From an optimization exercise on the open Yosys and OpenROAD flow, aimed at small area, a short achievable clock period and few clock cycles per item; shortcuts taken in it are not production practice. Function was checked by simulation only, so behaviour that the tests miss may differ from the original. Power and IR drop assume default switching activity.

Setup of delta:
Design zigzag_rle, start of the top module:
module zigzag_rle (
  input  logic       clk,
  input  logic       reset,
  input  logic [8:0] dctq,
  input  logic       dctq_valid,
  input  logic [5:0] addr,
  output logic       hold,
  output logic [5:0] rle_run,
  output logic [8:0] rle_level,
  output logic       rle_eob,
  output logic       rle_valid,
  input  logic       rle_ready,
  output logic       overflow
);
Size in the first run: about 770 flip-flops.
Settings: LEC_CHECK=0, ABC_CLOCK_PERIOD_IN_PS=2500, CAP_MARGIN=20, CORE_MARGIN=2, CORE_UTILIZATION=40, SETUP_SLACK_MARGIN=2.3, SLEW_MARGIN=20; clock period 5.0 ns.
run.sh (not shown) runs the stock make flow with config.mk's settings and CLKGATE_MAP_FILE= SYNTH_SCRIPT=/design/flow/synth_recipe.tcl, a recipe that flattens the netlist after the stock synthesis.
Testbench counts of delta, summed over its fixed seeds: cycles 26,026, blocks 384.
Here is what was changed in the inputs of raven compared with delta.
- TNS_END_PERCENT: unset -> 10
- PLACE_DENSITY: unset -> 0.7
- CORE_UTILIZATION: 40 -> 55
- SETUP_SLACK_MARGIN: 2.3 -> 2.5
Comparing number of standard cells in the final layout excluding fillers for raven and delta, the bigger number came from delta.
Comparing the two runs side by side, raven comes out behind delta on hold slack.
Critical path depth for raven: 1 up relative to delta
raven vs delta — met3 wire length climbed by a few percent
Looking at utilization, raven sits 16 points above delta.
Global-route usage delta for raven relative to delta: 6.9 points higher
[raven] portion of total power attributed to the clock network fell 3.2 points relative to delta
Input-level comparison between maple and raven:
- CORE_UTILIZATION now 40, was 55
- PLACE_DENSITY no longer set, was 0.7
==> comparison <==
Routed length on met2: maple vs raven up about 8%. In the metrics for maple and raven, the one carrying the lower clock network area share is raven. In the flow results for maple and raven, the worst reg-to-reg path cell count is smaller on raven. Maximum frequency: maple > raven. Multi-input logic area grows slightly when moving from raven to maple.
diff inputs: maple => harbor
- CTS_CLUSTER_SIZE: unset -> 20
- CTS_CLUSTER_DIAMETER: unset -> 80
### Flow results
- harbor reached the end of the flow, and the finished layout is clean on the timing, DRC and antenna checks.
- Of maple and harbor, the lower proportion of power drawn by combinational gates belongs to maple.
- harbor vs maple — wire length of the first global-routing pass dropped 1.3%.
- Number of logic stages on the critical path including buffering, maple and harbor: smaller value in harbor
- From maple to harbor the numbers moved as follows: clock transition at the register clock pins on the worst setup and hold paths after CTS went up 20 ps; depth of the CTS H-tree now smaller; worst-skew pair later-pin latency now smaller; required time at the worst-slack endpoint fell by 120 ps; power attributed to the clock group fell by 33%.
- Taking harbor as 1.0, maple lands at 1.17 on total power.
- Number of standard cells in the layout, taps in and fillers out, maple and harbor, lower one = harbor.
- As of harbor, wire length on met3 had fallen by a few percent compared to maple.

========
Starting RTL as in the previous note.
clock: 5.0 ns
lec_check: 0
abc_clock_period_in_ps: 2500
cap_margin: 20
core_margin: 2
core_utilization: 40
setup_slack_margin: 2.5
slew_margin: 20
Testbench counts at the start, summed over its fixed seeds: cycles 26,026, blocks 384.
Change:
Settings changed: CTS_CLUSTER_DIAMETER set to 80, CTS_CLUSTER_SIZE set to 26, TNS_END_PERCENT set to 10.
Via count drops by 1.8%; non-clock buffer count drops by 27; first-iteration DRC count drops by 6.1%; final area drops by 5.5%; wire length drops by about 3%; worst setup slack is worse by 69 ps; flip-flop and latch count does not change; maximum frequency drops by 2.6%; combinational power drops by 8.1%; hold slack barely changes; critical path depth climbs by 3.
Change:
Settings changed: CTS_CLUSTER_SIZE 26 to 16.
- global-route usage hardly moves
- flip-flop and latch count stays the same
- sequential power stays flat
- utilization went up by 0.41 points
- sequential share of layout area went down by 0.58 points
- design area went up by 0.91%
- register-to-register slack gets worse by 20 ps
- maximum frequency barely changes
- wire length went up by 0.59%

========
The RTL this note starts from:
==> flow/design.v <==
module zigzag_rle (
  input  logic       clk,
  input  logic       reset,
  input  logic [8:0] dctq,
  input  logic       dctq_valid,
  input  logic [5:0] addr,
  output logic       hold,
  output logic [5:0] rle_run,
  output logic [8:0] rle_level,
  output logic       rle_eob,
  output logic       rle_valid,
  input  logic       rle_ready,
  output logic       overflow
);
  localparam logic [383:0] ZZ =
    384'hffedefdbdf35ba77e6b74efacec95e5cf59d92bcb9e31aa371538718d51b8a9c2885a4cc1442d2660611283089408040;
  logic [8:0]  mem [0:63];      
  logic        q0_v, blk, full;
  logic [5:0]  q0_a;
  logic [7:0]  q0_hi, q0_lo;    
  logic [8:0]  q0_d;
  logic        commit, blk_end, load, ld_ok;
  logic [63:0] pend;            
  logic [63:0] pend_r;          
  logic [63:0] nz;              
  logic [5:0]  an;              
  logic        q0_vn, blk_n, full_n;
  logic        room;            
  genvar g;
  generate
    for (g = 0; g < 64; g++) begin : g_map
      assign pend_r[ZZ[6*g +: 6]] = pend[g];
      if (g == 63) begin : g_last
        assign nz[g] = full ? |mem[63] : |q0_d;
      end else begin : g_other
        assign nz[g] = |mem[ZZ[6*g +: 6]];
      end
    end
  endgenerate
  assign commit  = q0_v & ~hold;
  assign blk_end = commit & q0_hi[7] & q0_lo[7];
  assign load    = ld_ok & room & (full | blk_end);
  assign an      = hold ? q0_a : addr;
  assign q0_vn   = hold | dctq_valid;
  assign blk_n   = load ? (an != 6'd0)
                        : (hold ? pend_r[q0_a] : pend_r[addr]);
  assign full_n  = (full | blk_end) & ~load;
  always_ff @(posedge clk) begin
    for (int r = 0; r < 64; r++)
      if (commit && q0_hi[r / 8] && q0_lo[r % 8]) mem[r] <= q0_d;
    if (!hold) begin
      q0_a <= addr;
      for (int i = 0; i < 8; i++) begin
        q0_hi[i] <= addr[5:3] == 3'(i);
        q0_lo[i] <= addr[2:0] == 3'(i);
      end
      q0_d <= dctq;
    end
  end
  logic        eob_due;
  logic        sel_v;           
  logic [7:0]  sel_g, sel_l;    
  logic [7:0]  grp, gfirst, lfirst, glow;
  logic [63:0] lower;           
  always_comb begin
    for (int j = 0; j < 8; j++)
      grp[j] = |pend[8*j +: 8];
    for (int j = 0; j < 8; j++) begin
      glow[j] = 1'b0;
      for (int m = 0; m < j; m++)
        glow[j] = glow[j] | grp[m];
      gfirst[j] = grp[j] & ~glow[j];
    end
    for (int k = 0; k < 64; k++) begin
      lower[k] = glow[k / 8];
      for (int m = 8 * (k / 8); m < k; m++)
        lower[k] = lower[k] | pend[m];
    end
    lfirst = 8'd0;
    for (int j = 0; j < 8; j++)
      for (int i = 0; i < 8; i++)
        lfirst[i] = lfirst[i] | (pend[8*j + i] & ~lower[8*j + i]);
  end
  logic       e1_v, e2_v, e1_eob, e2_eob;
  logic [5:0] e1_run, e2_run;
  logic [8:0] e1_level, e2_level;
  logic       rv;                  
  logic       s0, s1, s2, le2, le3, deq;
  assign deq = rle_valid & rle_ready;
  assign s0  = ~sel_v & ~rv;
  assign s1  = sel_v ^ rv;
  assign s2  = sel_v & rv;
  assign le2 = (s0 & ~e2_v) | (s1 & ~e1_v) | (s2 & ~rle_valid);
  assign le3 = s0 | (s1 & ~e2_v) | (s2 & ~e1_v);
  assign room = deq ? le3 : le2;
  logic       slot_empty, eob_now;
  assign slot_empty = ~|sel_g;
  assign eob_now    = sel_v & slot_empty & eob_due;
  always_ff @(posedge clk) begin
    if (reset) begin
      q0_v     <= 1'b0;
      blk      <= 1'b0;
      hold     <= 1'b0;
      full     <= 1'b0;
      overflow <= 1'b0;
      pend     <= 64'd0;
      ld_ok    <= 1'b0;
      eob_due  <= 1'b0;
      sel_v    <= 1'b0;
    end else begin
      if (dctq_valid && hold) overflow <= 1'b1;
      q0_v <= q0_vn;
      blk  <= blk_n;
      full <= full_n;
      hold <= q0_vn & (blk_n | full_n);
      sel_v <= room;
      pend <= (pend & (lower | {64{~room}})) |
              ({64{load}} & nz & ~64'd1);
      if (eob_now) eob_due <= 1'b0;
      if (load)    eob_due <= 1'b1;
      ld_ok <= ~load & (~eob_due | eob_now);
    end
  end
  always_ff @(posedge clk) begin
    sel_g   <= gfirst | {7'd0, load};
    sel_l   <= lfirst | {7'd0, load};
  end
  logic [8:0] rd_level, byte_lv [0:7];
  logic [5:0] rd_run, p_o, sel_k;    
  logic [8:0] r_level;
  logic [5:0] r_run;
  logic       r_eob;
  always_comb begin
    sel_k = 6'd0;
    for (int j = 0; j < 8; j++) begin
      if (sel_g[j]) sel_k[5:3] = sel_k[5:3] | 3'(j);
      if (sel_l[j]) sel_k[2:0] = sel_k[2:0] | 3'(j);
    end
    rd_level = 9'd0;
    for (int j = 0; j < 8; j++) begin
      byte_lv[j] = 9'd0;
      for (int i = 0; i < 8; i++)
        if (sel_l[i]) byte_lv[j] = byte_lv[j] | mem[ZZ[6*(8*j + i) +: 6]];
      if (sel_g[j]) rd_level = rd_level | byte_lv[j];
    end
    rd_run = slot_empty ? 6'd0 : sel_k + ~p_o;
  end
  always_ff @(posedge clk) begin
    if (reset)                     p_o <= 6'd63;
    else if (sel_v && !slot_empty) p_o <= sel_k;
    else if (eob_now)              p_o <= 6'd63;
    r_level <= rd_level;
    r_run   <= rd_run;
    r_eob   <= slot_empty;
  end
  always_ff @(posedge clk) begin
    if (reset) begin
      rv        <= 1'b0;
      rle_valid <= 1'b0;
      e1_v      <= 1'b0;
      e2_v      <= 1'b0;
    end else begin
      rv <= sel_v & (~slot_empty | eob_due);
      if (deq) begin
        rle_valid <= e1_v | rv;
        e1_v      <= e2_v | (e1_v & rv);
        e2_v      <= e2_v & rv;
      end else begin
        rle_valid <= rle_valid | rv;
        e1_v      <= e1_v | (rle_valid & rv);
        e2_v      <= e2_v | (e1_v & rv);
      end
    end
  end
  always_ff @(posedge clk) begin
    if (deq ? e1_v : !rle_valid) begin
      rle_eob   <= deq ? e1_eob   : r_eob;
      rle_run   <= deq ? e1_run   : r_run;
      rle_level <= deq ? e1_level : r_level;
    end else if (deq) begin
      rle_eob   <= r_eob;
      rle_run   <= r_run;
      rle_level <= r_level;
    end
    if (deq ? e2_v : !e1_v) begin
      e1_eob   <= deq ? e2_eob   : r_eob;
      e1_run   <= deq ? e2_run   : r_run;
      e1_level <= deq ? e2_level : r_level;
    end else if (deq) begin
      e1_eob   <= r_eob;
      e1_run   <= r_run;
      e1_level <= r_level;
    end
    if (deq || !e2_v) begin
      e2_eob   <= r_eob;
      e2_run   <= r_run;
      e2_level <= r_level;
    end
  end
endmodule
==> flow/config.mk <==
export PLATFORM = sky130hd
export DESIGN_NAME = zigzag_rle
export DESIGN_NICKNAME = zigzag_rle
export VERILOG_FILES = /design/flow/design.v
export SDC_FILE = /design/flow/constraint.sdc
export NUM_CORES = 4
export LEC_CHECK = 0
export ABC_CLOCK_PERIOD_IN_PS = 2500
export CAP_MARGIN = 20
export CORE_MARGIN = 2
export CORE_UTILIZATION = 40
export SETUP_SLACK_MARGIN = 2.5
export SLEW_MARGIN = 20
export TNS_END_PERCENT = 0
==> flow/constraint.sdc <==
create_clock -name core_clock -period 5.0 [get_ports {clk}]
set_input_delay 1.0000 -clock core_clock [delete_from_list [all_inputs] [get_ports {clk}]]
set_output_delay 1.0000 -clock core_clock [all_outputs]
set_load 0.01 [all_outputs]
Testbench counts at the start, summed over its fixed seeds: cycles 26,026, blocks 384.
Rerun with:
SETUP_SLACK_MARGIN = 2.6   (was 2.5)
TNS_END_PERCENT = not set   (was 0)
=> Synthesized area is unchanged; global-route usage goes up by 0.21 points; worst hold slack is about the same; final area goes up slightly; sequential share of layout area goes down by 0.79 points; clock power goes down slightly; setup slack loses 0.025 ns; cell count is unchanged.

========
zigzag_rle, a different RTL version from the one above (not shown whole).
For scale: about 770 flip-flops, about 38 I/O pins, about 31000 um2 of cells after synthesis.
clock: 5.0 ns
lec_check: 0
abc_clock_period_in_ps: 2500
cap_margin: 20
core_margin: 2
core_utilization: 40
cts_buf_list: sky130_fd_sc_hd__clkbuf_8
cts_cluster_size: 24
setup_slack_margin: 2.5
slew_margin: 20
Testbench counts at the start, summed over its fixed seeds: cycles 26,026, blocks 384.
==> next run, changes <==
CTS_BUF_LIST = unset   (was sky130_fd_sc_hd__clkbuf_8)
CTS_CLUSTER_SIZE = unset   (was 24)
What happened: The changed run produced a clean layout; cell count went down by about 2.4%; design area went up by 0.73%; setup slack improved by 0.067 ns; total power went up by 5.8%.

-- static timing again, ports no longer ideal --
Ports are ideal in the flow. The routed layouts listed here were re-timed in OpenROAD. Step 1, drivers: a clkbuf_16 drives clk and a buf_2 each remaining input, both assumed. Step 2 also shifts input and output timing later by t, the mid clock arrival at the registers, as if the neighbouring blocks saw the same clock. a / b / c = ideal / step 1 / step 2; a / b = the first two.
run | t (ns) | slack for setup (ns) | worst hold slack (ns)
delta | 0.685 | 2.254 / 2.275 / 1.590 | 0.457 / 0.457 / 0.457
raven | 0.674 | 2.337 / 2.337 / 1.749 | 0.449 / 0.449 / 0.449
maple | 0.681 | 2.459 / 2.434 / 1.927 | 0.470 / 0.470 / 0.470
harbor | 0.671 | 2.394 / 2.394 / 1.934 | 0.473 / 0.473 / 0.473
the first run of note 2 | 0.708 | 2.455 / 2.455 / 1.911 | 0.482 / 0.482 / 0.482
the second run of note 2 | 0.667 | 2.386 / 2.365 / 1.764 | 0.479 / 0.479 / 0.479
the third run of note 2 | 0.689 | 2.392 / 2.348 / 1.770 | 0.466 / 0.466 / 0.466
the first run of note 3 | 0.703 | 2.331 / 2.331 / 1.791 | 0.471 / 0.471 / 0.471
the second run of note 3 | 0.680 | 2.306 / 2.306 / 1.945 | 0.471 / 0.471 / 0.471
the first run of note 4 | 0.785 | 2.295 / 2.295 / 1.864 | 0.426 / 0.426 / 0.426
the second run of note 4 | 0.686 | 2.362 / 2.362 / 1.870 | 0.440 / 0.440 / 0.440
After both steps setup and hold are still met in every run listed. The setup slack of delta, which loses most, moves by +0.021 ns with the drivers and by -0.664 ns with both steps.
